Context: an optimization exercise on an open-source flow, tuned for small area. The choices shown serve that exercise and are no tape-out recipe.
Only simulation tests tie the RTL to the original design; equivalence was not proved.
The clock cells of run 3 come from the design's own scripts or RTL, not from TritonCTS.
The clock input has no modelled driver; a real chip could not lean on it and would need a root buffer or a full tree.
Power and IR drop assume default switching activity.

==> design/flow/design.v <==
`timescale 1ns/100ps
package l1_trig_pkg;
    localparam int NUM_CHANNELS = 4;
    localparam int NUM_BEAMS    = 2;
    localparam int SAMPLE_W = 5;
    localparam int BSUM_W   = 7;
    localparam int POWER_W  = 18;
    localparam int LOW_W    = 12;
    localparam int ROOT_W   = 7;
    localparam int CNT_W    = 6;
    localparam int HOLDOFF_CLOCKS     = 16;
    localparam int HOLDOFF_W          = $clog2(HOLDOFF_CLOCKS + 1);
    localparam int RATE_PERIOD_CLOCKS = 1024;
    localparam int WINDOW_W           = $clog2(RATE_PERIOD_CLOCKS);
    localparam int AXIL_ADDR_W = 8;
    localparam int AXIL_DATA_W = 32;
    localparam logic [AXIL_ADDR_W-1:0] REG_CTRL    = 8'h00;
    localparam logic [AXIL_ADDR_W-1:0] REG_THRESH0 = 8'h10;
    localparam logic [AXIL_ADDR_W-1:0] REG_THRESH1 = 8'h14;
    localparam logic [AXIL_ADDR_W-1:0] REG_COUNT0  = 8'h20;
    localparam logic [AXIL_ADDR_W-1:0] REG_COUNT1  = 8'h24;
    function automatic logic [1:0] fa(input logic a, input logic b, input logic c);
        fa = 2'(a) + 2'(b) + 2'(c);
    endfunction
    function automatic logic maj(input logic a, input logic b, input logic c);
        maj = (a & b) | (a & c) | (b & c);
    endfunction
endpackage
`timescale 1ns/100ps
module beam_former (
    input  logic                                                aclk,
    input  logic                                                rst_n_i,
    input  logic [l1_trig_pkg::NUM_CHANNELS*l1_trig_pkg::SAMPLE_W-1:0] samples_i,
    output logic [l1_trig_pkg::NUM_BEAMS*l1_trig_pkg::BSUM_W-1:0]      beam_sums_o
);
    localparam int BSUM_W = l1_trig_pkg::BSUM_W;
    logic [4:0] b0, b1, b2, b3;
    logic [4:0] p3;
    logic [5:0] p2;
    logic [6:0] p1;
    logic [5:0] p2_next;
    logic [6:0] p1_next;
    logic [6:0] sum0;
    logic [6:0] sum1;
    assign b0 = samples_i[4:0]   ^ 5'h10;
    assign b1 = samples_i[9:5]   ^ 5'h10;
    assign b2 = samples_i[14:10] ^ 5'h10;
    assign b3 = samples_i[19:15] ^ 5'h10;
    always_comb begin
        logic [1:0] t;
        logic       c;
        c = 1'b0;
        for (int i = 0; i < 5; i++) begin
            t = l1_trig_pkg::fa(p3[i], b2[i], c);
            p2_next[i] = t[0];
            c = t[1];
        end
        p2_next[5] = c;
        c = 1'b0;
        for (int i = 0; i < 5; i++) begin
            t = l1_trig_pkg::fa(p2[i], b1[i], c);
            p1_next[i] = t[0];
            c = t[1];
        end
        t = l1_trig_pkg::fa(p2[5], c, 1'b0);
        p1_next[5] = t[0];
        p1_next[6] = t[1];
        c = 1'b0;
        for (int i = 0; i < 5; i++) begin
            t = l1_trig_pkg::fa(p1[i], b0[i], c);
            sum1[i] = t[0];
            c = t[1];
        end
        t = l1_trig_pkg::fa(p1[5], c, 1'b0);
        sum1[5] = t[0];
        sum1[6] = p1[6] ^ t[1];
    end
    always_comb begin
        logic [1:0] t;
        logic [4:0] s1, c1;
        logic [5:0] s2, c2;
        logic [5:0] ra, rb, rc;
        for (int i = 0; i < 5; i++) begin
            t = l1_trig_pkg::fa(b0[i], b1[i], b2[i]);
            s1[i] = t[0];
            c1[i] = t[1];
        end
        ra = {1'b0, s1};
        rb = {c1, 1'b0};
        rc = {1'b0, b3};
        for (int i = 0; i < 6; i++) begin
            t = l1_trig_pkg::fa(ra[i], rb[i], rc[i]);
            s2[i] = t[0];
            c2[i] = t[1];
        end
        sum0 = 7'(s2) + {c2, 1'b0};
    end
    always_ff @(posedge aclk) begin
        if (!rst_n_i) begin
            p3 <= 5'd16;
            p2 <= 6'd32;
            p1 <= 7'd48;
        end else begin
            p3 <= b3;
            p2 <= p2_next;
            p1 <= p1_next;
        end
    end
    assign beam_sums_o[0*BSUM_W +: BSUM_W] = sum0;
    assign beam_sums_o[1*BSUM_W +: BSUM_W] = sum1;
endmodule
`timescale 1ns/100ps
module beam_discriminator (
    input  logic                                                aclk,
    input  logic                                                rst_n_i,
    input  logic [l1_trig_pkg::NUM_BEAMS*l1_trig_pkg::BSUM_W-1:0]  beam_sums_i,
    input  logic [l1_trig_pkg::NUM_BEAMS*l1_trig_pkg::ROOT_W-1:0]  root_use_n_i,
    output logic [l1_trig_pkg::NUM_BEAMS-1:0]                      raw_trig_o
);
    localparam int NUM_BEAMS = l1_trig_pkg::NUM_BEAMS;
    localparam int BSUM_W    = l1_trig_pkg::BSUM_W;
    localparam int ROOT_W    = l1_trig_pkg::ROOT_W;
    logic [NUM_BEAMS-1:0] decide;
    logic [NUM_BEAMS-1:0] decide_q1;
    logic [NUM_BEAMS-1:0] decide_q2;
    always_comb begin
        logic [BSUM_W-1:0] u;
        logic [ROOT_W-1:0] nr;
        logic              c;
        for (int b = 0; b < NUM_BEAMS; b++) begin
            u  = beam_sums_i[b*BSUM_W +: BSUM_W];
            nr = root_use_n_i[b*ROOT_W +: ROOT_W];
            c  = !u[6];
            for (int i = 0; i < 6; i++) begin
                c = l1_trig_pkg::maj(u[i] ^ !u[6], nr[i], c);
            end
            decide[b] = c && nr[6];
        end
    end
    always_ff @(posedge aclk) begin
        decide_q1  <= decide & {NUM_BEAMS{rst_n_i}};
        decide_q2  <= decide_q1 & {NUM_BEAMS{rst_n_i}};
        raw_trig_o <= decide_q2 & {NUM_BEAMS{rst_n_i}};
    end
endmodule
`timescale 1ns/100ps
module trigger_rate_counter (
    input  logic                                              aclk,
    input  logic                                              rst_n_i,
    input  logic [l1_trig_pkg::NUM_BEAMS-1:0]                    raw_trig_i,
    input  logic                                              rate_start_i,
    output logic [l1_trig_pkg::NUM_BEAMS-1:0]                    trigger_o,
    output logic [l1_trig_pkg::NUM_BEAMS*l1_trig_pkg::CNT_W-1:0] counts_o,
    output logic                                              count_done_o
);
    localparam int NUM_BEAMS = l1_trig_pkg::NUM_BEAMS;
    localparam int CNT_W     = l1_trig_pkg::CNT_W;
    localparam int WINDOW_W  = l1_trig_pkg::WINDOW_W;
    logic [NUM_BEAMS-1:0][4:0]       served;
    logic [NUM_BEAMS-1:0][CNT_W-1:0] counts;
    logic [WINDOW_W:0]               window;
    logic                            window_run;
    logic                            clear;
    assign counts_o     = counts;
    assign window_run   = !window[WINDOW_W];
    assign count_done_o = window[WINDOW_W] && !window[0];
    assign clear        = rate_start_i || !rst_n_i;
    always_comb begin
        for (int b = 0; b < NUM_BEAMS; b++) begin
            trigger_o[b] = raw_trig_i[b] && served[b][4];
        end
    end
    always_ff @(posedge aclk) begin
        for (int b = 0; b < NUM_BEAMS; b++) begin
            logic       c;
            logic [4:0] nxt;
            c = !served[b][4];
            for (int i = 0; i < 4; i++) begin
                nxt[i] = served[b][i] ^ c;
                c      = served[b][i] & c;
            end
            nxt[4] = served[b][4] | c;
            if (clear) begin
                served[b] <= 5'b10000;
            end else if (trigger_o[b]) begin
                served[b] <= 5'b00000;
            end else begin
                served[b] <= nxt;
            end
        end
    end
    always_ff @(posedge aclk) begin
        logic              c;
        logic [WINDOW_W:0] nxt;
        c = window_run;
        for (int i = 0; i < WINDOW_W; i++) begin
            nxt[i] = window[i] ^ c;
            c      = window[i] & c;
        end
        nxt[WINDOW_W] = window[WINDOW_W] | c;
        if (!rst_n_i) begin
            window <= (WINDOW_W+1)'(1025);
        end else if (rate_start_i) begin
            window <= '0;
        end else begin
            window <= nxt;
        end
    end
    always_ff @(posedge aclk) begin
        for (int b = 0; b < NUM_BEAMS; b++) begin
            logic             c;
            logic [CNT_W-1:0] nxt;
            c = window_run && trigger_o[b];
            for (int i = 0; i < CNT_W; i++) begin
                nxt[i] = counts[b][i] ^ c;
                c      = counts[b][i] & c;
            end
            counts[b] <= clear ? '0 : nxt;
        end
    end
endmodule
`timescale 1ns/100ps
module l1_trigger_regs (
    input  logic                                                aclk,
    input  logic                                                rst_n_i,
    input  logic                                                awvalid_i,
    input  logic [l1_trig_pkg::AXIL_ADDR_W-1:0]                    awaddr_i,
    input  logic                                                wvalid_i,
    input  logic [l1_trig_pkg::POWER_W-1:0]                        wdata_i,
    input  logic [2:0]                                          wstrb_i,
    input  logic                                                bready_i,
    input  logic                                                arvalid_i,
    input  logic [l1_trig_pkg::AXIL_ADDR_W-1:0]                    araddr_i,
    input  logic                                                rready_i,
    output logic                                                awready_o,
    output logic                                                wready_o,
    output logic                                                bvalid_o,
    output logic [1:0]                                          bresp_o,
    output logic                                                arready_o,
    output logic                                                rvalid_o,
    output logic [l1_trig_pkg::AXIL_DATA_W-1:0]                    rdata_o,
    output logic [1:0]                                          rresp_o,
    output logic [l1_trig_pkg::NUM_BEAMS*l1_trig_pkg::ROOT_W-1:0]  root_use_n_o,
    output logic                                                rate_start_o,
    input  logic [l1_trig_pkg::NUM_BEAMS*l1_trig_pkg::CNT_W-1:0]   counts_i,
    input  logic                                                count_done_i
);
    localparam int NUM_BEAMS   = l1_trig_pkg::NUM_BEAMS;
    localparam int POWER_W     = l1_trig_pkg::POWER_W;
    localparam int LOW_W       = l1_trig_pkg::LOW_W;
    localparam int ROOT_W      = l1_trig_pkg::ROOT_W;
    localparam int CNT_W       = l1_trig_pkg::CNT_W;
    localparam int AXIL_DATA_W = l1_trig_pkg::AXIL_DATA_W;
    localparam logic [7:0] REG_CTRL    = l1_trig_pkg::REG_CTRL;
    localparam logic [7:0] REG_THRESH0 = l1_trig_pkg::REG_THRESH0;
    localparam logic [7:0] REG_THRESH1 = l1_trig_pkg::REG_THRESH1;
    localparam logic [7:0] REG_COUNT0  = l1_trig_pkg::REG_COUNT0;
    localparam logic [7:0] REG_COUNT1  = l1_trig_pkg::REG_COUNT1;
    localparam logic [ROOT_W-1:0] ROOT_NEVER = ROOT_W'(64);
    logic                              wr_accept;
    logic                              rd_accept;
    logic                              bvalid;
    logic                              rvalid;
    logic                              ctrl_wr;
    logic                              update_now;
    logic [NUM_BEAMS-1:0][POWER_W-1:0] thresh_stage;
    logic [NUM_BEAMS-1:0]              thresh_sel;
    logic [NUM_BEAMS-1:0][2:0]         stage_we;
    logic [POWER_W-1:0]                stage_d;
    logic                              rd_en;
    logic [POWER_W-1:0]                rd_data_next;
    logic [POWER_W-1:0]                rdata;
    assign wr_accept     = awvalid_i && wvalid_i && !bvalid;
    assign ctrl_wr       = wr_accept && (awaddr_i == REG_CTRL) && wstrb_i[0];
    assign update_now    = ctrl_wr && wdata_i[1];
    assign thresh_sel[0] = wr_accept && (awaddr_i == REG_THRESH0);
    assign thresh_sel[1] = wr_accept && (awaddr_i == REG_THRESH1);
    always_ff @(posedge aclk) begin
        if (!rst_n_i) begin
            bvalid <= 1'b0;
        end else if (wr_accept) begin
            bvalid <= 1'b1;
        end else if (bready_i) begin
            bvalid <= 1'b0;
        end
    end
    always_ff @(posedge aclk) begin
        if (!rst_n_i) begin
            rate_start_o <= 1'b0;
        end else begin
            rate_start_o <= ctrl_wr && wdata_i[0];
        end
    end
    always_comb begin
        for (int b = 0; b < NUM_BEAMS; b++) begin
            for (int l = 0; l < 3; l++) begin
                stage_we[b][l] = (thresh_sel[b] && wstrb_i[l]) || !rst_n_i;
            end
        end
        stage_d = wdata_i | {POWER_W{!rst_n_i}};
    end
    always_ff @(posedge aclk) begin
        for (int b = 0; b < NUM_BEAMS; b++) begin
            if (stage_we[b][0]) thresh_stage[b][7:0]          <= stage_d[7:0];
            if (stage_we[b][1]) thresh_stage[b][15:8]         <= stage_d[15:8];
            if (stage_we[b][2]) thresh_stage[b][POWER_W-1:16] <= stage_d[POWER_W-1:16];
        end
    end
    function automatic logic [7:0] add8(input logic [7:0] x, input logic [7:0] y);
        logic [1:0] t;
        logic       c;
        c = 1'b0;
        for (int i = 0; i < 8; i++) begin
            t = l1_trig_pkg::fa(x[i], y[i], c);
            add8[i] = t[0];
            c = t[1];
        end
    endfunction
    logic [NUM_BEAMS-1:0]              wrote;
    logic [POWER_W-1:6]                lvl_hi;
    logic                              hi_zero;
    logic [2:0]                        a0;
    logic [3:0]                        a1;
    logic [4:0]                        a2;
    logic [5:3]                        rt_hi;
    logic [5:3]                        rt_hi_q;
    logic [3:0]                        a2_q;
    logic                              hi_zero_q;
    logic [5:0]                        lvl_lo;
    logic [5:0]                        a3;
    logic [6:0]                        a4;
    logic [7:0]                        a5;
    logic [2:0]                        rt_lo;
    logic [ROOT_W-1:0]                 nroot_new;
    logic [NUM_BEAMS-1:0][ROOT_W-1:0]  nroot_stage;
    logic [NUM_BEAMS-1:0][ROOT_W-1:0]  nroot_next;
    logic [NUM_BEAMS-1:0][ROOT_W-1:0]  nroot_use;
    always_comb begin
        logic [POWER_W-1:6] cur;
        cur = awaddr_i[2] ? thresh_stage[1][POWER_W-1:6] : thresh_stage[0][POWER_W-1:6];
        lvl_hi[7:6]          = wstrb_i[0] ? wdata_i[7:6]          : cur[7:6];
        lvl_hi[15:8]         = wstrb_i[1] ? wdata_i[15:8]         : cur[15:8];
        lvl_hi[POWER_W-1:16] = wstrb_i[2] ? wdata_i[POWER_W-1:16] : cur[POWER_W-1:16];
    end
    assign hi_zero  = (lvl_hi[POWER_W-1:LOW_W] == '0);
    assign a0       = {1'b0, lvl_hi[11:10]} + 3'b111;
    assign rt_hi[5] = !a0[2];
    assign a1       = 4'(add8(8'({a0[1:0], lvl_hi[9:8]}), 8'({rt_hi[5], 1'b0, 2'b11})));
    assign rt_hi[4] = !a1[3];
    assign a2       = 5'(add8(8'({a1[2:0], lvl_hi[7:6]}), 8'({rt_hi[4], rt_hi[5:4] ^ {2{rt_hi[4]}}, 2'b11})));
    assign rt_hi[3] = !a2[4];
    always_ff @(posedge aclk) begin
        rt_hi_q   <= rt_hi;
        a2_q      <= a2[3:0];
        hi_zero_q <= hi_zero;
    end
    assign lvl_lo    = wrote[1] ? thresh_stage[1][5:0] : thresh_stage[0][5:0];
    assign a3        = {a2_q, lvl_lo[5:4]} + {rt_hi_q[3], rt_hi_q[5:3] ^ {3{rt_hi_q[3]}}, 2'b11};
    assign rt_lo[2]  = !a3[5];
    assign a4        = {a3[4:0], lvl_lo[3:2]} + {rt_lo[2], {rt_hi_q, rt_lo[2]} ^ {4{rt_lo[2]}}, 2'b11};
    assign rt_lo[1]  = !a4[6];
    assign a5        = {a4[5:0], lvl_lo[1:0]} + {rt_lo[1], {rt_hi_q, rt_lo[2:1]} ^ {5{rt_lo[1]}}, 2'b11};
    assign rt_lo[0]  = !a5[7];
    assign nroot_new = hi_zero_q ? {1'b1, ~rt_hi_q, ~rt_lo} : ~ROOT_NEVER;
    always_ff @(posedge aclk) begin
        wrote <= thresh_sel & {NUM_BEAMS{rst_n_i}};
        for (int b = 0; b < NUM_BEAMS; b++) begin
            if (wrote[b] || !rst_n_i) begin
                nroot_stage[b] <= {nroot_new[6] && rst_n_i, nroot_new[5:0] | {6{!rst_n_i}}};
            end
        end
    end
    assign nroot_use    = update_now ? nroot_stage : nroot_next;
    assign root_use_n_o = nroot_use;
    always_ff @(posedge aclk) begin
        for (int b = 0; b < NUM_BEAMS; b++) begin
            nroot_next[b] <= {nroot_use[b][6] && rst_n_i, nroot_use[b][5:0] | {6{!rst_n_i}}};
        end
    end
    assign rd_accept = arvalid_i && !rvalid;
    always_comb begin
        case (araddr_i)
            REG_CTRL:    rd_data_next = POWER_W'(count_done_i);
            REG_THRESH0: rd_data_next = thresh_stage[0];
            REG_THRESH1: rd_data_next = thresh_stage[1];
            REG_COUNT0:  rd_data_next = POWER_W'(counts_i[0*CNT_W +: CNT_W]);
            REG_COUNT1:  rd_data_next = POWER_W'(counts_i[1*CNT_W +: CNT_W]);
            default:     rd_data_next = '0;
        endcase
        rd_data_next = rd_data_next & {POWER_W{rst_n_i}};
    end
    assign rd_en = rd_accept || !rst_n_i;
    always_ff @(posedge aclk) begin
        if (rd_en) begin
            rdata <= rd_data_next;
        end
    end
    always_ff @(posedge aclk) begin
        if (!rst_n_i) begin
            rvalid <= 1'b0;
        end else if (rd_accept) begin
            rvalid <= 1'b1;
        end else if (rready_i) begin
            rvalid <= 1'b0;
        end
    end
    assign awready_o = wr_accept;
    assign wready_o  = wr_accept;
    assign bvalid_o  = bvalid;
    assign bresp_o   = 2'b00;
    assign arready_o = !rvalid;
    assign rvalid_o  = rvalid;
    assign rdata_o   = AXIL_DATA_W'(rdata);
    assign rresp_o   = 2'b00;
endmodule
`timescale 1ns/100ps
module l1_trigger_top (
    input  logic        aclk,
    input  logic        rst_n_i,
    input  logic [19:0] samples_i,
    input  logic        s_axil_awvalid,
    input  logic [7:0]  s_axil_awaddr,
    input  logic        s_axil_wvalid,
    input  logic [31:0] s_axil_wdata,
    input  logic [3:0]  s_axil_wstrb,
    input  logic        s_axil_bready,
    input  logic        s_axil_arvalid,
    input  logic [7:0]  s_axil_araddr,
    input  logic        s_axil_rready,
    output logic        s_axil_awready,
    output logic        s_axil_wready,
    output logic        s_axil_bvalid,
    output logic [1:0]  s_axil_bresp,
    output logic        s_axil_arready,
    output logic        s_axil_rvalid,
    output logic [31:0] s_axil_rdata,
    output logic [1:0]  s_axil_rresp,
    output logic [1:0]  trigger_o
);
    localparam int NUM_BEAMS = l1_trig_pkg::NUM_BEAMS;
    localparam int BSUM_W    = l1_trig_pkg::BSUM_W;
    localparam int CNT_W     = l1_trig_pkg::CNT_W;
    localparam int ROOT_W    = l1_trig_pkg::ROOT_W;
    logic [NUM_BEAMS*ROOT_W-1:0]  root_use_n;
    logic                         rate_start;
    logic [NUM_BEAMS*CNT_W-1:0]   counts;
    logic                         count_done;
    logic [NUM_BEAMS*BSUM_W-1:0]  beam_sums;
    logic [NUM_BEAMS-1:0]         raw_trig;
    l1_trigger_regs l1_trigger_regs_inst (
        .aclk         (aclk),
        .rst_n_i      (rst_n_i),
        .awvalid_i    (s_axil_awvalid),
        .awaddr_i     (s_axil_awaddr),
        .wvalid_i     (s_axil_wvalid),
        .wdata_i      (s_axil_wdata[l1_trig_pkg::POWER_W-1:0]),
        .wstrb_i      (s_axil_wstrb[2:0]),
        .bready_i     (s_axil_bready),
        .arvalid_i    (s_axil_arvalid),
        .araddr_i     (s_axil_araddr),
        .rready_i     (s_axil_rready),
        .awready_o    (s_axil_awready),
        .wready_o     (s_axil_wready),
        .bvalid_o     (s_axil_bvalid),
        .bresp_o      (s_axil_bresp),
        .arready_o    (s_axil_arready),
        .rvalid_o     (s_axil_rvalid),
        .rdata_o      (s_axil_rdata),
        .rresp_o      (s_axil_rresp),
        .root_use_n_o (root_use_n),
        .rate_start_o (rate_start),
        .counts_i     (counts),
        .count_done_i (count_done)
    );
    beam_former beam_former_inst (
        .aclk        (aclk),
        .rst_n_i     (rst_n_i),
        .samples_i   (samples_i),
        .beam_sums_o (beam_sums)
    );
    beam_discriminator beam_discriminator_inst (
        .aclk        (aclk),
        .rst_n_i     (rst_n_i),
        .beam_sums_i (beam_sums),
        .root_use_n_i (root_use_n),
        .raw_trig_o  (raw_trig)
    );
    trigger_rate_counter trigger_rate_counter_inst (
        .aclk         (aclk),
        .rst_n_i      (rst_n_i),
        .raw_trig_i   (raw_trig),
        .rate_start_i (rate_start),
        .trigger_o    (trigger_o),
        .counts_o     (counts),
        .count_done_o (count_done)
    );
endmodule
==> design/flow/flow/run.sh <==
#!/bin/bash
# The standard synthesis and layout (standard.sh), with these changes:
#  - the port buffers are buf_1 cells instead of the resizer's default pick,
#  - the clock tree uses clkbuf_8 and no dummy loads,
#  - the buffers ABC adds in synthesis are removed at floorplan (the
#    resizer's repair buffers again where it needs to),
#  - after the standard synthesis, invopt.py removes the inverter pairs that
#    Yosys's full-adder extraction leaves around the adders. Registers are
#    untouched; the result is checked against the synthesized netlist with a
#    combinational equivalence proof (flip-flops cut), and dropped if the
#    proof fails.
# Each tool's output goes to its own log in this folder.
set -euo pipefail
export BUFFER_PORTS_ARGS="-buffer_cell sky130_fd_sc_hd__buf_1"
export REMOVE_ABC_BUFFERS=1
export CTS_ARGS="-sink_clustering_enable -repair_clock_nets -dont_use_dummy_load -buf_list sky130_fd_sc_hd__clkbuf_8 -sink_clustering_size 30 -sink_clustering_max_diameter 100"
YOSYS="${YOSYS_EXE:-$FLOW_HOME/../tools/install/yosys/bin/yosys}"
R=orfs/results/${FLOW_PLATFORM}/l1_trigger_top/base

bash standard.sh synth > synth.log 2>&1

cp "$R/1_2_yosys.v" synth_netlist.v
if python3 flow/invopt.py synth_netlist.v invopt.v > invopt.log 2>&1 &&
   python3 flow/cut_ffs.py synth_netlist.v eq_a.v >> invopt.log 2>&1 &&
   python3 flow/cut_ffs.py invopt.v eq_b.v >> invopt.log 2>&1; then
  cat > eq.ys <<EOT
read_liberty -ignore_miss_func $FLOW_HOME/platforms/sky130hd/lib/sky130_fd_sc_hd__tt_025C_1v80.lib
read_verilog eq_a.v
rename $FLOW_TOP gold
read_verilog eq_b.v
rename $FLOW_TOP gate
proc
flatten
miter -equiv -flatten -make_assert gold gate miter
hierarchy -top miter
sat -verify -prove-asserts miter
EOT
  if "$YOSYS" -s eq.ys > eq.log 2>&1; then
    echo "invopt netlist proven equivalent; using it" >> invopt.log
    cp invopt.v "$R/1_2_yosys.v"
    rm -f "$R/1_synth.odb" "$R/1_synth.sdc"
  else
    echo "equivalence proof failed; keeping the synthesized netlist" >> invopt.log
  fi
fi

bash standard.sh > flow.log 2>&1
==> design/flow/flow/cut_ffs.py <==
#!/usr/bin/env python3
"""Cut every flip-flop of a flat gate netlist into ports (Q an input, D and DE
outputs, numbered by instance name), so two netlists with the same registers can
be compared combinationally.

usage: cut_ffs.py IN.v OUT.v
"""
import re, sys
src = open(sys.argv[1]).read()
cell_re = re.compile(r"^\s*(sky130_fd_sc_hd__\w+)\s+(\S+)\s*\((.*?)\);\s*$", re.S | re.M)
pin_re = re.compile(r"\.(\w+)\(\s*(.*?)\s*\)(?=\s*,|\s*$)", re.S)
ffs = []
def sub(m):
    t = m.group(1)
    if re.search(r"__(e?dfxtp|dfrtp|dfstp|dfbbp|edfxbp|dfxbp|sdf\w*)_\d+$", t):
        pins = dict(pin_re.findall(m.group(3)))
        ffs.append((m.group(2), t, {k: v.strip() for k, v in pins.items()}))
        return ""
    return m.group(0)
body = cell_re.sub(sub, src)
ffs.sort()
extra_ports, decls, assigns = [], [], []
for k, (name, t, pins) in enumerate(ffs):
    q = pins.get("Q")
    extra_ports.append(f"ffq_{k}")
    decls.append(f"  input ffq_{k};")
    assigns.append(f"  assign {q} = ffq_{k};")
    for p in ("D", "DE"):
        if p in pins:
            extra_ports.append(f"ff{p.lower()}_{k}")
            decls.append(f"  output ff{p.lower()}_{k};")
            assigns.append(f"  assign ff{p.lower()}_{k} = {pins[p]} ;")
body = re.sub(r"^(module\s+\S+\s*\()", lambda m: m.group(1) + ", ".join(extra_ports) + ", ", body, count=1, flags=re.M)
body = body.replace("endmodule", "\n".join(decls + assigns) + "\nendmodule", 1)
open(sys.argv[2], "w").write(body)
print(len(ffs), "flops cut", file=sys.stderr)
==> design/flow/flow/invopt.py <==
#!/usr/bin/env python3
"""Inverter clean-up around full adders in a flat gate netlist.

A full adder is self-dual: FA(~a, ~b, ~c) = ~FA(a, b, c) on both outputs. Yosys's
adder extraction often leaves full adders fed and followed by inverters. This pass
removes every plain inverter, chooses for each full adder whether it works on its
inputs or on their complements (flipping both outputs), greedily so that the fewest
nets need an inverted copy, and puts back one inverter per net that still needs one.
Registers and all other cells are left as they are.

usage: invopt.py IN.v OUT.v
"""
import re
import sys
from collections import defaultdict

OUT_PINS = {"X", "Y", "Q", "Q_N", "COUT", "SUM", "HI", "LO"}
src = open(sys.argv[1]).read()

mod = re.search(r"^module\s+(\S+)\s*\((.*?)\);", src, re.S | re.M)
ports = {p.strip() for p in mod.group(2).split(",")}
port_bits = set()
for m in re.finditer(r"^\s*(input|output|inout)\s+(\[(\d+):(\d+)\]\s+)?(\S+)\s*;", src, re.M):
    name = m.group(5)
    if m.group(2):
        hi, lo = int(m.group(3)), int(m.group(4))
        for i in range(min(hi, lo), max(hi, lo) + 1):
            port_bits.add(f"{name}[{i}]")
    port_bits.add(name)

cell_re = re.compile(r"^\s*(sky130_fd_sc_hd__\w+)\s+(\S+)\s*\((.*?)\);\s*$", re.S | re.M)
pin_re = re.compile(r"\.(\w+)\(\s*(.*?)\s*\)(?=\s*,|\s*$)", re.S)


def norm(net):
    net = net.strip()
    return net


cells = []
for m in cell_re.finditer(src):
    pins = {p: norm(n) for p, n in pin_re.findall(m.group(3))}
    cells.append({"type": m.group(1), "name": m.group(2), "pins": pins, "span": m.span()})

is_inv = lambda c: re.fullmatch(r"sky130_fd_sc_hd__inv_\d+", c["type"]) is not None
is_fa = lambda c: re.fullmatch(r"sky130_fd_sc_hd__fa_\d+", c["type"]) is not None

# inverters we may remove: output not a port
inv_of = {}  # out net -> in net
removable = set()
for i, c in enumerate(cells):
    if is_inv(c) and c["pins"]["Y"] not in port_bits:
        inv_of[c["pins"]["Y"]] = c["pins"]["A"]
        removable.add(i)


def literal(net):
    pol = 0
    seen = 0
    while net in inv_of and seen < 100:
        net = inv_of[net]
        pol ^= 1
        seen += 1
    return net, pol


# consumers: (cell index, pin) -> (root, need)
cons = []  # list of [cell, pin, root, need]
for i, c in enumerate(cells):
    if i in removable:
        continue
    for p, n in c["pins"].items():
        if p in OUT_PINS:
            continue
        if re.fullmatch(r"\d+'[bh][0-9a-fA-F]+", n):
            continue
        r, need = literal(n)
        cons.append([i, p, r, need])

# output ports driven through removable inverters must stay positive
port_need = []
for pb in port_bits:
    if pb in inv_of:
        r, need = literal(pb)
        port_need.append((pb, r, need))

fa_idx = [i for i, c in enumerate(cells) if is_fa(c)]
fa_out = {}
for i in fa_idx:
    for p in ("COUT", "SUM"):
        fa_out[cells[i]["pins"][p]] = i
flip = {i: 0 for i in fa_idx}
# an FA whose output is a port (or feeds a port through inverters) keeps its polarity
fixed = set()
for i in fa_idx:
    for p in ("COUT", "SUM"):
        if cells[i]["pins"][p] in port_bits:
            fixed.add(i)

by_root = defaultdict(list)
for k, (i, p, r, need) in enumerate(cons):
    by_root[r].append(k)
port_by_root = defaultdict(list)
for pb, r, need in port_need:
    port_by_root[r].append(need)


def carried(r):
    i = fa_out.get(r)
    return flip[i] if i is not None else 0


def root_cost(r):
    c = carried(r)
    needs = set()
    for k in by_root[r]:
        i, p, _, need = cons[k]
        if i in flip:
            need ^= flip[i]
        needs.add(need)
    for need in port_by_root[r]:
        needs.add(need)
    return 1 if (needs - {c}) else 0


def fa_roots(i):
    rs = set()
    for p, n in cells[i]["pins"].items():
        if p in OUT_PINS:
            rs.add(n)
        else:
            rs.add(literal(n)[0])
    return rs


total = sum(root_cost(r) for r in set(by_root) | set(port_by_root))
before_invs = len(removable)
changed = True
rounds = 0
while changed and rounds < 50:
    changed = False
    rounds += 1
    for i in fa_idx:
        if i in fixed:
            continue
        rs = fa_roots(i)
        old = sum(root_cost(r) for r in rs)
        flip[i] ^= 1
        new = sum(root_cost(r) for r in rs)
        if new < old:
            total += new - old
            changed = True
        else:
            flip[i] ^= 1

# build the new netlist
out_parts = []
new_wires = []
inv_net = {}
n_new = 0


def net_for(r, need):
    global n_new
    if need == carried(r):
        return r
    if r not in inv_net:
        n_new += 1
        w = f"_invopt_{n_new}_"
        inv_net[r] = w
        new_wires.append(w)
    return inv_net[r]


conn = {}
for k, (i, p, r, need) in enumerate(cons):
    if i in flip:
        need ^= flip[i]
    conn[(i, p)] = net_for(r, need)
port_drv = {}
for pb, r, need in port_need:
    port_drv[pb] = net_for(r, need)

pos = 0
text = []
for i, c in enumerate(cells):
    s, e = c["span"]
    text.append(src[pos:s])
    pos = e
    if i in removable:
        continue
    pins = []
    for p, n in c["pins"].items():
        pins.append(f"    .{p}({conn.get((i, p), n)} )")
    text.append(f"  {c['type']} {c['name']} (\n" + ",\n".join(pins) + "\n  );")
rest = src[pos:]
extra = []
for r, w in inv_net.items():
    extra.append(f"  sky130_fd_sc_hd__inv_1 {w}cell (\n    .A({r} ),\n    .Y({w} )\n  );")
for pb, n in port_drv.items():
    extra.append(f"  assign {pb} = {n};")
rest = rest.replace("endmodule", "\n".join(extra) + "\nendmodule", 1)
body = "".join(text) + rest
# declare the new wires after the module header's declarations
decl = "".join(f"  wire {w};\n" for w in new_wires)
body = re.sub(r"(^module\s+\S+\s*\(.*?\);\n)", lambda m: m.group(1) + decl, body, count=1, flags=re.S | re.M)
open(sys.argv[2], "w").write(body)
print(f"invopt: {before_invs} removable inverters, {len(inv_net)} after; {sum(flip.values())} full adders flipped", file=sys.stderr)
==> design/flow/standard.sh <==
#!/bin/bash
# synth_recipe.tcl (not shown) runs the flow's synth.tcl, then flattens the netlist and writes it again
# the make line also repeats each setting of config.mk as NAME=value (left out here)
make -C /OpenROAD-flow-scripts/flow DESIGN_CONFIG=/design/flow/config.mk WORK_HOME=/design/flow/orfs CLKGATE_MAP_FILE= SYNTH_SCRIPT=/design/flow/synth_recipe.tcl "${@:-finish}"
==> design/flow/config.mk <==
export PLATFORM = sky130hd
export DESIGN_NAME = l1_trigger_top
export DESIGN_NICKNAME = l1_trigger_top
export VERILOG_FILES = /design/flow/design.v
export SDC_FILE = /design/flow/constraint.sdc
export NUM_CORES = 4
export LEC_CHECK = 0
export CAP_MARGIN = 20
export CORE_MARGIN = 2
export CORE_UTILIZATION = 70
export CTS_BUF_LIST = sky130_fd_sc_hd__clkbuf_8
export CTS_CLUSTER_DIAMETER = 60
export CTS_CLUSTER_SIZE = 30
export PLACE_DENSITY = 0.8
export SLEW_MARGIN = 20
==> design/flow/constraint.sdc <==
create_clock -name core_clock -period 5.0 [get_ports {aclk}]
set_input_delay 1.0000 -clock core_clock [delete_from_list [all_inputs] [get_ports {aclk}]]
set_output_delay 1.0000 -clock core_clock [all_outputs]
set_load 0.01 [all_outputs]
==> reports/results.txt, run 1 <==
The run finished with no timing, DRC or antenna violations. Traced cell by cell, the critical path runs through xor2_1 -> ha_1 -> a21oi_1 -> o21ai_1 -> xnor2_2 -> xnor2_1 -> ha_1 -> a31oi_1 -> o21ai_0 -> xnor2_1 -> xnor2_2 -> xnor2_1 -> ha_1 -> a21o_1 -> a31oi_1 -> o21ai_0 -> xnor2_1 -> xnor2_1 -> nand2_1. Timing analysis after detailed placement gives a worst setup slack of 0.0666 ns.

The TritonCTS buffer count is 17. In this run the deepest clock path goes through 2 buffers. For this run, the number of Yosys warnings is 4.

The required time of the worst setup path is 5.15 ns, and the setup fix buffers added after clock tree synthesis is 0. Master cell of the clock root buffer: sky130_fd_sc_hd__clkbuf_8. The ratio of total power to cell area works out to 496 mW/mm^2.

From synthesis to final layout, the design area changed by 8.48%. Max-cap violations in this run came to 0. The area of the core was 0.0104 sq mm; the maximum net fanout on the critical path was 6.

The net load switching power came out at 0.00142 W. The number of buffer cells added on primary ports came out at 88. CTS saw 152 sinks. The via count of the first global-routing pass was 5068. Setup repair after global routing left no endpoint under its margin. Based on the critical path, the design can be clocked at up to 0.218 GHz. Core occupancy in the finished layout: 0.782. The run gives 67 as the maximum number of pins on one net before global-route repair. The via total after detailed routing is 5037. Once detailed placement completed, the half-perimeter wirelength came to 10.9 mm. Type of the worst setup path: register to register. The first routing iteration left 299 violations. The post-synthesis instance area came out at 0.00748 sq mm.

The placer's final routability congestion estimate is 0.879, and the die height is 107 um. The worst register-to-register path has a setup slack of 0.40 ns. Summed over all layers, the routed wires come to 14.5 mm. The initial core utilization was 0.721. The worst path arrival time came out at 4.75 ns. The launch instance of the worst min-delay path is beam_discriminator_inst.decide_q1[0]. The summed negative setup slack over all endpoints is 0 ns, and the post-route clock period utilization is 0.919. The run gives 0 as the antenna violation net count after detailed routing. From left edge to right edge, the die measures 107 um. In this run the worst setup path terminates at l1_trigger_regs_inst.nroot_stage[7].

The post-placement cell area is 0.00787 sq mm. The tools report the count of nets after finishing as 913. For the fraction of power consumed by combinational cells, the log shows 0.482.

TritonCTS built the clock tree. Between clock sinks in the finished design, the worst skew comes to 0.0251 ns. The launching element type of the critical path was a register.

The switching fraction of total power was 0.353. The boundary pin count came out at 122. STA classifies the critical path endpoint as a register. The part of the power in the clock network was 0.167; the count of final setup violators was 0.

For this run, design rule violations remaining after detail routing come to 0. The clock transition time at the flip-flop clock pins of the worst setup and hold paths was 0.07 ns; the die area was 0.0115 sq mm. The count of cells along the worst register-to-register path is 19, and the leakage dissipation is 3.43 nW. The min-delay analysis places its worst path in the category register to register. The number of buffers inserted by hold repair at cts is 0. The tools report the critical register-to-register path startpoint as l1_trigger_regs_inst.rt_hi_q[3]. Part of the total power dissipated in sequential elements: 0.351. The tools report the internal power consumption as 0.00261 W. The run gives 0.273 as the combined global-route utilization of all metal layers. Synthesis produced 664 cells. The smallest setup slack after layout was 0.403 ns; the cell area after layout was 0.00811 sq mm. The shortest clock period the worst path allows after layout is 4.60 ns. The initialized floorplan defines 37 standard-cell rows. The worst-case vdd ir drop is 0.720 mV, and the total power is 0.00403 W. The slew at the pin with the worst max-slew slack was 0.849 ns.

In the final routed layout, each cell accounts on average for 16.3 um. The initial antenna violation count came out at 0. The tools report the reg-to-reg endpoint as l1_trigger_regs_inst.nroot_stage[7]. The worst slew slack as a fraction of its limit is 0.434, and the number of hold-slack violations in the final timing report is 0. Final-report max-slew violation count: 0. The global route total overflow was 0.

0 antenna diodes ended up in the layout. The most critical setup path has its startpoint at l1_trigger_regs_inst.rt_hi_q[3]. The later pin in the worst-skew pair is clocked with a latency of 0.44 ns. Cell with the largest stage delay on the worst path: sky130_fd_sc_hd__dfxtp_1. The highest cell delay on the worst timing path works out to 0.49 ns. After synthesis, the mean cell area works out to 11.3 sq um.

The share of final-layout standard cells stronger than drive strength 1 came out at 0.0503. Cell with the most instances on the worst path: sky130_fd_sc_hd__xnor2_1. After detailed routing, the number of vias per cell comes to 5.65. The first TritonRoute pass finished after 5 iterations. Gates resized during post-CTS repair numbered 0. The H-tree was split into 4 levels. The first global-routing pass estimated 24.0 mm of wire.
==> power groups by stage <==
stage | combinational [W] | sequential (W) | clock, W
6_report | 0.00194 | 0.00141 | 0.000673
4_1_cts | 0.00192 | 0.00141 | 0.000689
3_3_place_gp | 0.00179 | 0.00143 | 0
5_1_grt | 0.00219 | 0.00142 | 0.000735
3_5_place_dp | 0.00191 | 0.00144 | 0
2_1_floorplan | 0.00156 | 0.00143 | 0
==> metal layers <==
| metal | up-vias | wire, um | global-route usage |
|---|---|---|---|
| met2 | 174 | 7080 | 0.447 |
| met1 | 2388 | 6230 | 0.358 |
| met3 | 39 | 852 | 0.0642 |
| li1 | 2436 | - | - |
| met4 | 0 | 373 | 0.0989 |
| met5 | - | 0 | 0 |
==> how the worst min path moves through the flow <==
| stage | slack, ns | cells past startpoint | to |
|---|---|---|---|
| final | 0.43 | 1 | beam_discriminator_inst.decide_q2[0] |
| after global routing | 0.47 | 1 | beam_discriminator_inst.decide_q2[0] |
| after CTS | 0.44 | 1 | beam_discriminator_inst.decide_q2[0] |
| after detailed placement | 0.42 | 1 | beam_discriminator_inst.decide_q2[0] |
| after global placement | 0.42 | 1 | beam_discriminator_inst.decide_q2[0] |
| after floorplan | 0.41 | 1 | beam_discriminator_inst.decide_q2[0] |
==> per-stage QoR <==
stage | std cells | hold WS (ns)
after detailed placement | 873 | 0.423
after global routing | 891 | 0.465
after global placement | 873 | 0.419
final | 891 | 0.435
after CTS | 890 | 0.441
after floorplan | 642 | 0.412
==> state kept, by name (all words and copies together), names as in the netlist, 2 cells and up <==
| register | flops |
|---|---|
| beam_discriminator_inst.decide_q1 | 2 |
| beam_discriminator_inst.decide_q2 | 2 |
| beam_discriminator_inst.raw_trig_o | 2 |
| beam_former_inst.p1 | 7 |
| beam_former_inst.p2 | 6 |
| beam_former_inst.p3 | 5 |
| l1_trigger_regs_inst.a2_q | 4 |
| l1_trigger_regs_inst.nroot_next | 14 |
| l1_trigger_regs_inst.nroot_stage | 14 |
| l1_trigger_regs_inst.rdata | 18 |
| l1_trigger_regs_inst.rt_hi_q | 3 |
| l1_trigger_regs_inst.thresh_stage | 36 |
| l1_trigger_regs_inst.wrote | 2 |
| trigger_rate_counter_inst.counts | 12 |
| trigger_rate_counter_inst.served | 10 |
| trigger_rate_counter_inst.window | 11 |
==> layout make-up <==
cell class                 instances  area [sq um]
multi-input combinational        455          3460
fill                             695          2260
sequential                       152          3720
inverter                          35           131
tap                              136           170
clock buffer                      17           234
timing repair buffer              96           392
==> critical path, delay by kind of cell (launching register included) <==
kind	cells	cell delay, ns
xor gates and xnor gates	8	1.67
and+or+nand+nor	1	0.08
adders and majority gates	3	0.93
AOI/OAI and AO/OA	7	1.16
DFF	1	0.49
==> placed cells by master, fill, tap and decap left out, types with 3 or more instances in the layout <==
cell type	instances
sky130_fd_sc_hd__buf_1	87
sky130_fd_sc_hd__o31ai_1	3
sky130_fd_sc_hd__mux2i_1	24
sky130_fd_sc_hd__nand2_1	45
sky130_fd_sc_hd__inv_1	34
sky130_fd_sc_hd__and2_1	36
sky130_fd_sc_hd__nor2_1	54
sky130_fd_sc_hd__fa_1	23
sky130_fd_sc_hd__nor2b_1	3
sky130_fd_sc_hd__buf_4	8
sky130_fd_sc_hd__xnor2_1	25
sky130_fd_sc_hd__clkbuf_8	17
sky130_fd_sc_hd__o21ai_0	13
sky130_fd_sc_hd__conb_1	18
sky130_fd_sc_hd__dfxtp_1	84
sky130_fd_sc_hd__a211oi_1	5
sky130_fd_sc_hd__a21o_1	3
sky130_fd_sc_hd__and3_1	9
sky130_fd_sc_hd__ha_1	54
sky130_fd_sc_hd__xor2_1	10
sky130_fd_sc_hd__nor3_1	8
sky130_fd_sc_hd__a21oi_1	27
sky130_fd_sc_hd__a22oi_1	23
sky130_fd_sc_hd__nand2b_1	24
sky130_fd_sc_hd__edfxtp_1	68
sky130_fd_sc_hd__a31oi_1	6
sky130_fd_sc_hd__nand3_1	6
==> inputs of run 2 (changes only) <==
==> design/flow/config.mk (replaced) <==
export PLATFORM = sky130hd
export DESIGN_NAME = l1_trigger_top
export DESIGN_NICKNAME = l1_trigger_top
export VERILOG_FILES = /design/flow/design.v
export SDC_FILE = /design/flow/constraint.sdc
export NUM_CORES = 4
export LEC_CHECK = 0
export CAP_MARGIN = 20
export CORE_MARGIN = 2
export CORE_UTILIZATION = 80
export PLACE_DENSITY = 0.88
export SLEW_MARGIN = 20
==> reports/results.txt, run 2 <==
The post-route clock period utilization was 0.958 (was 0.919); the total half-perimeter wirelength after legalization and detailed placement was 11.0 mm (was 10.9 mm). The run gives 910 (was 913) as the count of nets after finishing. The area added between synthesis and finish was 7.95% (was 8.48%). The most common cell after layout, fill and taps aside was sky130_fd_sc_hd__buf_1 (unchanged). The run gives 0 (unchanged) as the antenna violation net count after detailed routing. The x dimension of the die came out at 101 um (was 107 um).

The run gives 0.407 (was 0.358) as the routing usage on met1. The master cell of the clock root buffer is sky130_fd_sc_hd__clkbuf_8 (unchanged). The share of final-layout standard cells stronger than drive strength 1 was 0.0492 (was 0.0503); the count of cells along the worst register-to-register path was 19 (unchanged). The logs give 0 (unchanged) for the initial antenna violation count and 0.00348 sq mm (was 0.00346 sq mm) for the area occupied by multi-input gates. The max-cap violation count was 0 (unchanged). Biggest regs: l1_trigger_regs_inst.thresh_stage (36), l1_trigger_regs_inst.rdata (18) (unchanged). The mean number of vias per cell was 6.08 (was 5.65); the wire length of the first global-routing pass was 24.9 mm (was 24.0 mm).

Worst path arrival time: 4.94 ns (was 4.75 ns). The cell with the most instances on the worst path was sky130_fd_sc_hd__xnor2_1 (unchanged). The cell with the largest stage delay on the worst path was sky130_fd_sc_hd__dfxtp_1 (unchanged). Die area: 0.0101 sq mm (was 0.0115 sq mm).

Path category of the worst min-delay check: register to register (unchanged). The die height was 101 um (was 107 um). The clock transition time at the flip-flop clock pins of the worst setup and hold paths works out to 0.06 ns (was 0.07 ns). The run gives 0 (unchanged) as the final-report max-slew violation count. Cell Chain, Critical Path: xor2_1 -> ha_1 -> a21oi_1 -> o21ai_1 -> xnor2_2 -> xnor2_1 -> ha_1 -> a31oi_1 -> o21ai_0 -> xnor2_1 -> xnor2_2 -> xnor2_1 -> ha_1 -> a21o_1 -> a31oi_1 -> o21ai_0 -> xnor2_1 -> xnor2_1 -> nand2_1 (unchanged). The number of antenna repair diodes was 0 (unchanged).

The required time of the worst setup path was 5.15 ns (about the same); the worst setup timing slack at the placement stage was 0.00614 ns (was 0.0666 ns). The achievable frequency was 0.209 GHz (was 0.218 GHz). Worst clock skew: 0.0246 ns (was 0.0251 ns). Highest-count cells in the layout ignoring fill and taps: sky130_fd_sc_hd__buf_1 (87), sky130_fd_sc_hd__dfxtp_1 (84), sky130_fd_sc_hd__edfxtp_1 (68), sky130_fd_sc_hd__ha_1 (54), sky130_fd_sc_hd__nor2_1 (52) (was sky130_fd_sc_hd__buf_1 (87), sky130_fd_sc_hd__dfxtp_1 (84), sky130_fd_sc_hd__edfxtp_1 (68), sky130_fd_sc_hd__nor2_1 (54), sky130_fd_sc_hd__ha_1 (54)). The met2 routing resource usage after global routing is 0.546 (was 0.447), and the worst-case vdd ir drop is 0.544 mV (was 0.720 mV). The post-synthesis area per instance is 11.3 sq um (unchanged). The path length in cells of the critical path is 19 (unchanged), and the number of hold-slack violations in the final timing report is 0 (unchanged).

The total clock sinks was 152 (unchanged). Flip-flop count of the largest register, all copies and words added: 36 (unchanged). For the instance count of the mapped netlist, the log shows 664 (unchanged). The number of buffer cells added on primary ports was 88 (unchanged). The tools report the count of final setup violators as 0 (unchanged). Type of the worst setup path: register to register (unchanged).

The dominant delay contributor by cell family on the critical path is XOR/XNOR gates (unchanged). Launching element type of the critical path: a register (unchanged). Global route total overflow: 0 (unchanged). H-tree level count: 4 (unchanged). The filler cell count in the final layout came out at 456 (was 695). The storage element area is 0.00372 sq mm (unchanged), and the initial DRC count is 323 (was 299). The via count of the first global-routing pass was 5286 (was 5068). The run finished with no timing, DRC or antenna violations. Most congested layer reported by global routing: met2 (unchanged). The highest cell delay on the worst timing path is 0.49 ns (about the same). The tools report the area of the core as 0.00915 sq mm (was 0.0104 sq mm).

The initial core utilization was 0.817 (was 0.721). The worst path buffer plus inverter count came out at 0 (unchanged). The tools report the via total after detailed routing as 5248 (was 5037). The tools report the number of buffers between clock root and the deepest sink as 2 (unchanged). The placer's final routability congestion estimate is 0.851 (was 0.879).

The maximum net fanout on the critical path was 6 (unchanged); the total wire length was 15.5 mm (was 14.5 mm). The number of instances on the worst hold path came out at 1 (unchanged). The first-pass detailed-route iteration total came out at 5 (unchanged). The combined global-route utilization of all metal layers came out at 0.321 (was 0.273). Average wire per cell in the routed design: 18.0 um (was 16.3 um). The boundary pin count was 122 (unchanged); the slew at the pin with the worst max-slew slack was 0.825 ns (was 0.849 ns). The detailed-route DRC error count is 0 (unchanged). The TritonCTS buffer count is 17 (unchanged).

The tools report the post-synthesis instance area as 0.00748 sq mm (unchanged). The smallest setup slack after layout is 0.210 ns (was 0.403 ns), and the clock latency on the worst-skew pair is 0.44 ns (about the same). The shortest clock period the worst path allows after layout is 4.79 ns (was 4.60 ns). Register name with the most flops: l1_trigger_regs_inst.thresh_stage (unchanged).

The ratio of total power to cell area was 515 mW/mm^2 (was 496 mW/mm^2). The total power is 0.00416 W (was 0.00403 W). TritonCTS built the clock tree. The logs give 35 (was 37) for the number of placement rows and 50 (was 67) for the maximum number of pins on one net before global-route repair.

For the worst slew slack as a fraction of its limit, the log shows 0.450 (was 0.434). Element type at the critical path end: a register (unchanged). The number of synthesis warnings is 4 (unchanged), and the leakage dissipation is 3.42 nW (was 3.43 nW).

The met3 usage in global routing is 0.0763 (was 0.0642).
==> run 2: final timing paths <==
path	endpoint	startpoint	slack [ns]
hold / removal	beam_discriminator_inst.raw_trig_o[0]	beam_discriminator_inst.decide_q2[0]	0.45
hold reg to reg	beam_discriminator_inst.raw_trig_o[0]	beam_discriminator_inst.decide_q2[0]	0.45
setup / recovery	l1_trigger_regs_inst.nroot_stage[0]	l1_trigger_regs_inst.rt_hi_q[3]	0.21
setup reg to reg	l1_trigger_regs_inst.nroot_stage[0]	l1_trigger_regs_inst.rt_hi_q[3]	0.21
==> run 2: worst reg2reg max path, stage by stage (launching register included) <==
cell and delay [ns]:
sky130_fd_sc_hd__dfxtp_1 0.49, sky130_fd_sc_hd__xor2_1 0.21, sky130_fd_sc_hd__ha_1 0.30, sky130_fd_sc_hd__a21oi_1 0.16
sky130_fd_sc_hd__o21ai_1 0.13, sky130_fd_sc_hd__xnor2_2 0.33, sky130_fd_sc_hd__xnor2_1 0.11, sky130_fd_sc_hd__ha_1 0.35
sky130_fd_sc_hd__a31oi_1 0.28, sky130_fd_sc_hd__o21ai_0 0.21, sky130_fd_sc_hd__xnor2_1 0.34, sky130_fd_sc_hd__xnor2_2 0.23
sky130_fd_sc_hd__xnor2_1 0.14, sky130_fd_sc_hd__ha_1 0.32, sky130_fd_sc_hd__a21o_1 0.18, sky130_fd_sc_hd__a31oi_1 0.14
sky130_fd_sc_hd__o21ai_0 0.15, sky130_fd_sc_hd__xnor2_1 0.21, sky130_fd_sc_hd__xnor2_1 0.15, sky130_fd_sc_hd__nand2_1 0.12
==> run 2: power by group <==
part,internal (W),switching [W]
logic,0.000952,0.00112
clock network,0.000299,0.000373
registers,0.00137,0.0000434
total,0.00262,0.00154
==> run 2: layer usage <==
metal | share of wire | wire length (um)
met5 | 0 | 0
met4 | 0.024 | 374
met3 | 0.060 | 927
met2 | 0.51 | 8000
met1 | 0.40 | 6240
==> run 2: through the flow <==
step	hold WS [ns]	cells	setup TNS (ns)	area, sq um	utilization
after floorplan	0.412	642	0	7320	-
after global placement	0.416	844	0	7810	0.853
after detailed placement	0.422	844	0	7820	0.854
after CTS	0.443	861	0	8050	0.879
after global routing	0.460	863	-0.0736	8070	0.882
final	0.447	863	0	8070	0.882
==> run 2: timing repair <==
item                       4_1_cts  5_1_grt
gates resized for setup          0        1
setup endpoints to repair        0        2
buffers inserted                 0        2
hold buffers                     0        0
==> run 2: cell type report <==
| class | instances | share of cell area |
|---|---|---|
| inverter | 35 | 0.0163 |
| clock buffer | 17 | 0.0290 |
| sequential | 152 | 0.461 |
| tap | 111 | 0.0172 |
| multi-input combinational | 455 | 0.431 |
| timing repair buffer | 93 | 0.0457 |
==> inputs of run 3 (changes only) <==
--- a/design/flow/flow/run.sh
+++ b/design/flow/flow/run.sh
@@ -1,7 +1,9 @@
 #!/bin/bash
 # The standard synthesis and layout (standard.sh), with these changes:
 #  - the port buffers are buf_1 cells instead of the resizer's default pick,
-#  - the clock tree uses clkbuf_8 and no dummy loads,
+#  - the clock tree is built by mytree.tcl in place of clock_tree_synthesis:
+#    the clock port drives one clkbuf_8, which drives clkbuf_8 leaves, each
+#    leaf driving one cluster of about 15 neighbouring flip-flops,
 #  - the buffers ABC adds in synthesis are removed at floorplan (the
 #    resizer's repair buffers again where it needs to),
 #  - after the standard synthesis, invopt.py removes the inverter pairs that
@@ -13,7 +15,6 @@
 set -euo pipefail
 export BUFFER_PORTS_ARGS="-buffer_cell sky130_fd_sc_hd__buf_1"
 export REMOVE_ABC_BUFFERS=1
-export CTS_ARGS="-sink_clustering_enable -repair_clock_nets -dont_use_dummy_load -buf_list sky130_fd_sc_hd__clkbuf_8 -sink_clustering_size 30 -sink_clustering_max_diameter 100"
 YOSYS="${YOSYS_EXE:-$FLOW_HOME/../tools/install/yosys/bin/yosys}"
 R=orfs/results/${FLOW_PLATFORM}/l1_trigger_top/base
 
@@ -44,4 +45,18 @@
   fi
 fi
 
-bash standard.sh > flow.log 2>&1
+# Layout: ORFS's scripts, with cts.tcl's clock_tree_synthesis call replaced
+rm -rf myscripts
+cp -r "$FLOW_HOME/scripts" myscripts
+python3 - <<'PY'
+p = "myscripts/cts.tcl"
+s = open(p).read()
+old = "log_cmd clock_tree_synthesis {*}$cts_args"
+assert s.count(old) == 1
+s = s.replace(old, "source $::env(MYTREE_TCL)\n"
+              "mytree_build sky130_fd_sc_hd__clkbuf_8 sky130_fd_sc_hd__clkbuf_8 15\n"
+              "set_propagated_clock [all_clocks]")
+open(p, "w").write(s)
+PY
+export MYTREE_TCL="$PWD/flow/mytree.tcl"
+SCRIPTS_DIR="$PWD/myscripts" bash standard.sh > flow.log 2>&1
==> design/flow/flow/mytree.tcl (new file) <==
# A two-level clock tree: the clock port drives one root buffer, which drives
# a few leaf buffers, each driving the flip-flops of one placement cluster
# (k-means on the flip-flop locations). Replaces clock_tree_synthesis.
proc mytree_build { leaf_cell root_cell per_leaf } {
  set db [ord::get_db]
  set block [ord::get_db_block]
  set clk_port [$block findBTerm aclk]
  set clk_net [$clk_port getNet]
  set sinks {}
  foreach it [$clk_net getITerms] {
    if { [$it isInputSignal] && [[$it getInst] isPlaced] } { lappend sinks $it }
  }
  set n [llength $sinks]
  set k [expr { int(ceil(double($n) / $per_leaf)) }]
  if { $k < 1 } { set k 1 }
  set xs {}; set ys {}
  foreach it $sinks {
    set box [[$it getInst] getBBox]
    lappend xs [expr { ([$box xMin] + [$box xMax]) / 2.0 }]
    lappend ys [expr { ([$box yMin] + [$box yMax]) / 2.0 }]
  }
  # k-means, seeded along the sorted x order
  set order [lsort -indices -real $xs]
  set cx {}; set cy {}
  for {set c 0} {$c < $k} {incr c} {
    set i [lindex $order [expr { int(($c + 0.5) * $n / $k) }]]
    lappend cx [lindex $xs $i]; lappend cy [lindex $ys $i]
  }
  set cap [expr { int(ceil(double($n) / $k)) + 2 }]
  for {set iter 0} {$iter < 30} {incr iter} {
    # balanced assignment: nearest centre with room, sinks in order of distance gap
    set asg [lrepeat $n -1]
    set cnt [lrepeat $k 0]
    set pairs {}
    for {set i 0} {$i < $n} {incr i} {
      for {set c 0} {$c < $k} {incr c} {
        set d [expr { abs([lindex $xs $i] - [lindex $cx $c]) + abs([lindex $ys $i] - [lindex $cy $c]) }]
        lappend pairs [list $d $i $c]
      }
    }
    foreach p [lsort -real -index 0 $pairs] {
      lassign $p d i c
      if { [lindex $asg $i] >= 0 } { continue }
      if { [lindex $cnt $c] >= $cap } { continue }
      lset asg $i $c
      lset cnt $c [expr { [lindex $cnt $c] + 1 }]
    }
    set sx [lrepeat $k 0.0]; set sy [lrepeat $k 0.0]
    for {set i 0} {$i < $n} {incr i} {
      set c [lindex $asg $i]
      lset sx $c [expr { [lindex $sx $c] + [lindex $xs $i] }]
      lset sy $c [expr { [lindex $sy $c] + [lindex $ys $i] }]
    }
    for {set c 0} {$c < $k} {incr c} {
      if { [lindex $cnt $c] > 0 } {
        lset cx $c [expr { [lindex $sx $c] / [lindex $cnt $c] }]
        lset cy $c [expr { [lindex $sy $c] / [lindex $cnt $c] }]
      }
    }
  }
  set leaf_m [$db findMaster $leaf_cell]
  set root_m [$db findMaster $root_cell]
  set root [odb::dbInst_create $block $root_m "clktree_root"]
  set root_net [odb::dbNet_create $block "clktree_root_net"]
  $root_net setSigType CLOCK
  [$root findITerm A] connect $clk_net
  [$root findITerm X] connect $root_net
  set rx 0.0; set ry 0.0
  for {set c 0} {$c < $k} {incr c} {
    set leaf [odb::dbInst_create $block $leaf_m "clktree_leaf_$c"]
    set net [odb::dbNet_create $block "clktree_net_$c"]
    $net setSigType CLOCK
    [$leaf findITerm A] connect $root_net
    [$leaf findITerm X] connect $net
    $leaf setLocation [expr { int([lindex $cx $c]) }] [expr { int([lindex $cy $c]) }]
    $leaf setPlacementStatus PLACED
    set rx [expr { $rx + [lindex $cx $c] / $k }]
    set ry [expr { $ry + [lindex $cy $c] / $k }]
    for {set i 0} {$i < $n} {incr i} {
      if { [lindex $asg $i] == $c } {
        set it [lindex $sinks $i]
        $it disconnect
        $it connect $net
      }
    }
  }
  $root setLocation [expr { int($rx) }] [expr { int($ry) }]
  $root setPlacementStatus PLACED
  puts "mytree: $n sinks, $k leaves of $leaf_cell, root $root_cell"
}
==> reports/results.txt, run 3 <==
The tools report the combined global-route utilization of all metal layers as 0.294 (was 0.321). The initial core utilization was 0.817 (unchanged); the leakage dissipation was 3.39 nW (was 3.42 nW). The achievable frequency came out at 0.206 GHz (was 0.209 GHz).

The initial DRC count is 317 (was 323). The post-synthesis area per instance works out to 11.3 sq um (unchanged). Detailed-route DRC error count: 0 (unchanged).

For the worst slew slack as a fraction of its limit, the log shows 0.468 (was 0.450). For the number of hold-slack violations in the final timing report, the log shows 0 (unchanged). Shortest clock period the worst path allows after layout: 4.86 ns (was 4.79 ns). Dominant delay contributor by cell family on the critical path: XOR/XNOR gates (unchanged).

The mean number of vias per cell works out to 6.01 (was 6.08). Biggest regs: l1_trigger_regs_inst.thresh_stage (36), l1_trigger_regs_inst.rdata (18) (unchanged). The required time of the worst setup path is 5.16 ns (was 5.15 ns), and the total wire length is 15.2 mm (was 15.5 mm). The tools report the post-synthesis instance area as 0.00748 sq mm (unchanged). The die height is 101 um (unchanged).

The launching element type of the critical path was a register (unchanged). The worst-case vdd ir drop was 0.517 mV (was 0.544 mV). The logs give 5168 (was 5248) for the via total after detailed routing and 0 (unchanged) for the initial antenna violation count. The average wire per cell in the routed design came out at 17.7 um (was 18.0 um).

The via count of the first global-routing pass was 5069 (was 5286); the global route total overflow was 0 (unchanged). The summed negative setup slack over all endpoints is 0 ns (unchanged). Element type at the critical path end: a register (unchanged). The logs give 0 (unchanged) for the max-cap violation count and 122 (unchanged) for the boundary pin count. The cell with the most instances on the worst path is sky130_fd_sc_hd__xnor2_1 (unchanged). The number of synthesis warnings came out at 4 (unchanged).

The path category of the worst min-delay check is register to register (unchanged). The run gives 907 (was 910) as the count of nets after finishing. The maximum net fanout on the critical path is 6 (unchanged). The clock latency on the worst-skew pair came out at 0.43 ns (was 0.44 ns). The die area came out at 0.0101 sq mm (unchanged). The type of the worst setup path is register to register (unchanged). The share of final-layout standard cells stronger than drive strength 1 was 0.0481 (was 0.0492). The worst clock skew came out at 0.0280 ns (was 0.0246 ns). The worst path arrival time is 5.02 ns (was 4.94 ns), and the total power is 0.00433 W (was 0.00416 W).

The count of final setup violators was 0 (unchanged). The area of the core is 0.00915 sq mm (unchanged), and the highest cell delay on the worst timing path is 0.56 ns (was 0.49 ns). Cell Chain, Critical Path: mux2i_4 -> a21bo_2 -> o21ai_1 -> xnor2_2 -> xnor2_1 -> ha_1 -> a31oi_2 -> o21ai_0 -> xnor2_1 -> xnor2_2 -> xnor2_1 -> ha_1 -> a21o_1 -> a31oi_1 -> o21ai_0 -> xnor2_1 -> xnor2_1 -> nand2_1 (was xor2_1 -> ha_1 -> a21oi_1 -> o21ai_1 -> xnor2_2 -> xnor2_1 -> ha_1 -> a31oi_1 -> o21ai_0 -> xnor2_1 -> xnor2_2 -> xnor2_1 -> ha_1 -> a21o_1 -> a31oi_1 -> o21ai_0 -> xnor2_1 -> xnor2_1 -> nand2_1).

The antenna violation net count after detailed routing is 0 (unchanged), and the worst setup timing slack at the placement stage is 0.00614 ns (unchanged). The logs give 0 (unchanged) for the final-report max-slew violation count and 23.7 mm (was 24.9 mm) for the wire length of the first global-routing pass. The ratio of total power to cell area was 539 mW/mm^2 (was 515 mW/mm^2); the first-pass detailed-route iteration total was 5 (unchanged).

The area added between synthesis and finish works out to 7.33% (was 7.95%). Highest-count cells in the layout ignoring fill and taps: sky130_fd_sc_hd__buf_1 (87), sky130_fd_sc_hd__dfxtp_1 (83), sky130_fd_sc_hd__edfxtp_1 (68), sky130_fd_sc_hd__ha_1 (54), sky130_fd_sc_hd__nor2_1 (52) (was sky130_fd_sc_hd__buf_1 (87), sky130_fd_sc_hd__dfxtp_1 (84), sky130_fd_sc_hd__edfxtp_1 (68), sky130_fd_sc_hd__ha_1 (54), sky130_fd_sc_hd__nor2_1 (52)). The run gives 0 (unchanged) as the number of antenna repair diodes. Clock transition time at the flip-flop clock pins of the worst setup and hold paths: 0.10 ns (was 0.06 ns). Slew at the pin with the worst max-slew slack: 0.797 ns (was 0.825 ns). The run gives 0.851 (unchanged) as the placer's final routability congestion estimate.

The number of placement rows is 35 (unchanged). The run gives 50 (unchanged) as the maximum number of pins on one net before global-route repair. The x dimension of the die was 101 um (unchanged). Cell with the largest stage delay on the worst path: sky130_fd_sc_hd__dfxtp_1 (unchanged). The flip-flop count of the largest register, all copies and words added works out to 36 (unchanged).

The flow ran to the end and the layout has no timing, DRC or antenna violations. The worst path buffer plus inverter count was 0 (unchanged). The post-route clock period utilization is 0.972 (was 0.958), and the post-placement cell area is 0.00782 sq mm (unchanged). The number of buffer cells added on primary ports was 88 (unchanged); the total half-perimeter wirelength after legalization and detailed placement was 11.0 mm (unchanged). The smallest setup slack after layout was 0.141 ns (was 0.210 ns). For the instance count of the mapped netlist, the log shows 664 (unchanged). The register name with the most flops was l1_trigger_regs_inst.thresh_stage (unchanged). The most common cell after layout, fill and taps aside is sky130_fd_sc_hd__buf_1 (unchanged).

The run gives 0.00803 sq mm (was 0.00807 sq mm) as the cell area after layout.
## run 3: final cells by class
| class | count | area (sq um) |
|---|---|---|
| Sequential cell | 152 | 3720 |
| Tap cell | 111 | 139 |
| Multi-Input combinational cell | 455 | 3480 |
| Timing Repair Buffer | 95 | 384 |
| Inverter | 35 | 131 |
| Fill cell | 473 | 1130 |
| Buffer | 12 | 165 |
## run 3: report_power, final
part | internal [W] | switching, W | leakage, nW
clock network | 0.000215 | 0.000356 | 0.0863
logic | 0.00105 | 0.00129 | 1.95
registers | 0.00137 | 0.0000435 | 1.35
## run 3: metal layers
metal  part of all wire  wire length [um]  track usage  vias to the layer above
met5                  0                 0            0                        -
met4              0.023               356       0.0727                        0
met3              0.064               972       0.0402                       39
met2               0.52              7850        0.526                      219
met1               0.40              6050        0.380                     2484
li1                   -                 -            -                     2426
## run 3: repair_timing
action | CTS | global route
endpoints found under the setup margin | 0 | 2
gates resized for setup | 0 | 3
hold buffers | 0 | 0
setup buffers | 0 | 4
hold endpoints to repair | 0 | 0
## run 3: final timing paths
path,from,cells after the start,to,slack (ns)
setup / recovery,l1_trigger_regs_inst.wrote[1],18,l1_trigger_regs_inst.nroot_stage[0],0.14
hold / removal,beam_discriminator_inst.decide_q2[1],1,beam_discriminator_inst.raw_trig_o[1],0.45
setup reg to reg,l1_trigger_regs_inst.wrote[1],18,l1_trigger_regs_inst.nroot_stage[0],0.14
hold reg to reg,beam_discriminator_inst.decide_q2[1],1,beam_discriminator_inst.raw_trig_o[1],0.45
## run 3: through the flow
stage | util | std cells | hold WS [ns]
global placement | 0.853 | 844 | 0.416
floorplan | - | 642 | 0.412
global route | 0.877 | 860 | 0.470
detailed placement | 0.854 | 844 | 0.422
finish | 0.877 | 860 | 0.449
CTS | 0.872 | 856 | 0.448
## run 3: worst register-to-register path, delay by kind of cell, from the launching register on
| kind | cells | cell delay (ns) |
|---|---|---|
| fa+ha+maj | 2 | 0.64 |
| compound gates | 7 | 1.29 |
| flops | 1 | 0.56 |
| mux | 1 | 0.38 |
| simple gates | 1 | 0.13 |
| xor+xnor | 7 | 1.60 |

-- port drivers added, routing unchanged --
How much do the figures lean on ideal ports? The routed layouts below were timed once more, with nothing changed but the port constraints.
Step 1 sets driving cells, clkbuf_16 on the clock port and buf_2 on the other inputs (assumed; they add their load-dependent delay and slew).
Step 2, shift: input delay + t, output delay - t, t = (earliest + latest rising clock arrival at the registers) / 2. This alone moves slack from input paths to output paths.
a / b / c = ideal / step 1 / step 2; a / b = the first two.
run	shift t [ns]	setup slack, ns	worst hold slack (ns)	latest minus earliest clock arrival (ns)	worst slew at a driven data input, ns
run 1	0.461	0.403 / 0.403 / 0.078	0.435 / 0.435 / 0.435	0.031 / 0.031	0.06
run 2	0.465	0.210 / 0.210 / -0.028	0.447 / 0.447 / 0.447	0.025 / 0.026	0.04
run 3	0.449	0.141 / 0.141 / -0.076	0.449 / 0.449 / 0.449	0.029 / 0.029	0.04
With both steps, setup timing fails in run 2 and run 3, where it was met with ideal ports. The setup slack of run 1, which loses most, moves by 0.000 ns with the drivers and by -0.325 ns with both steps.
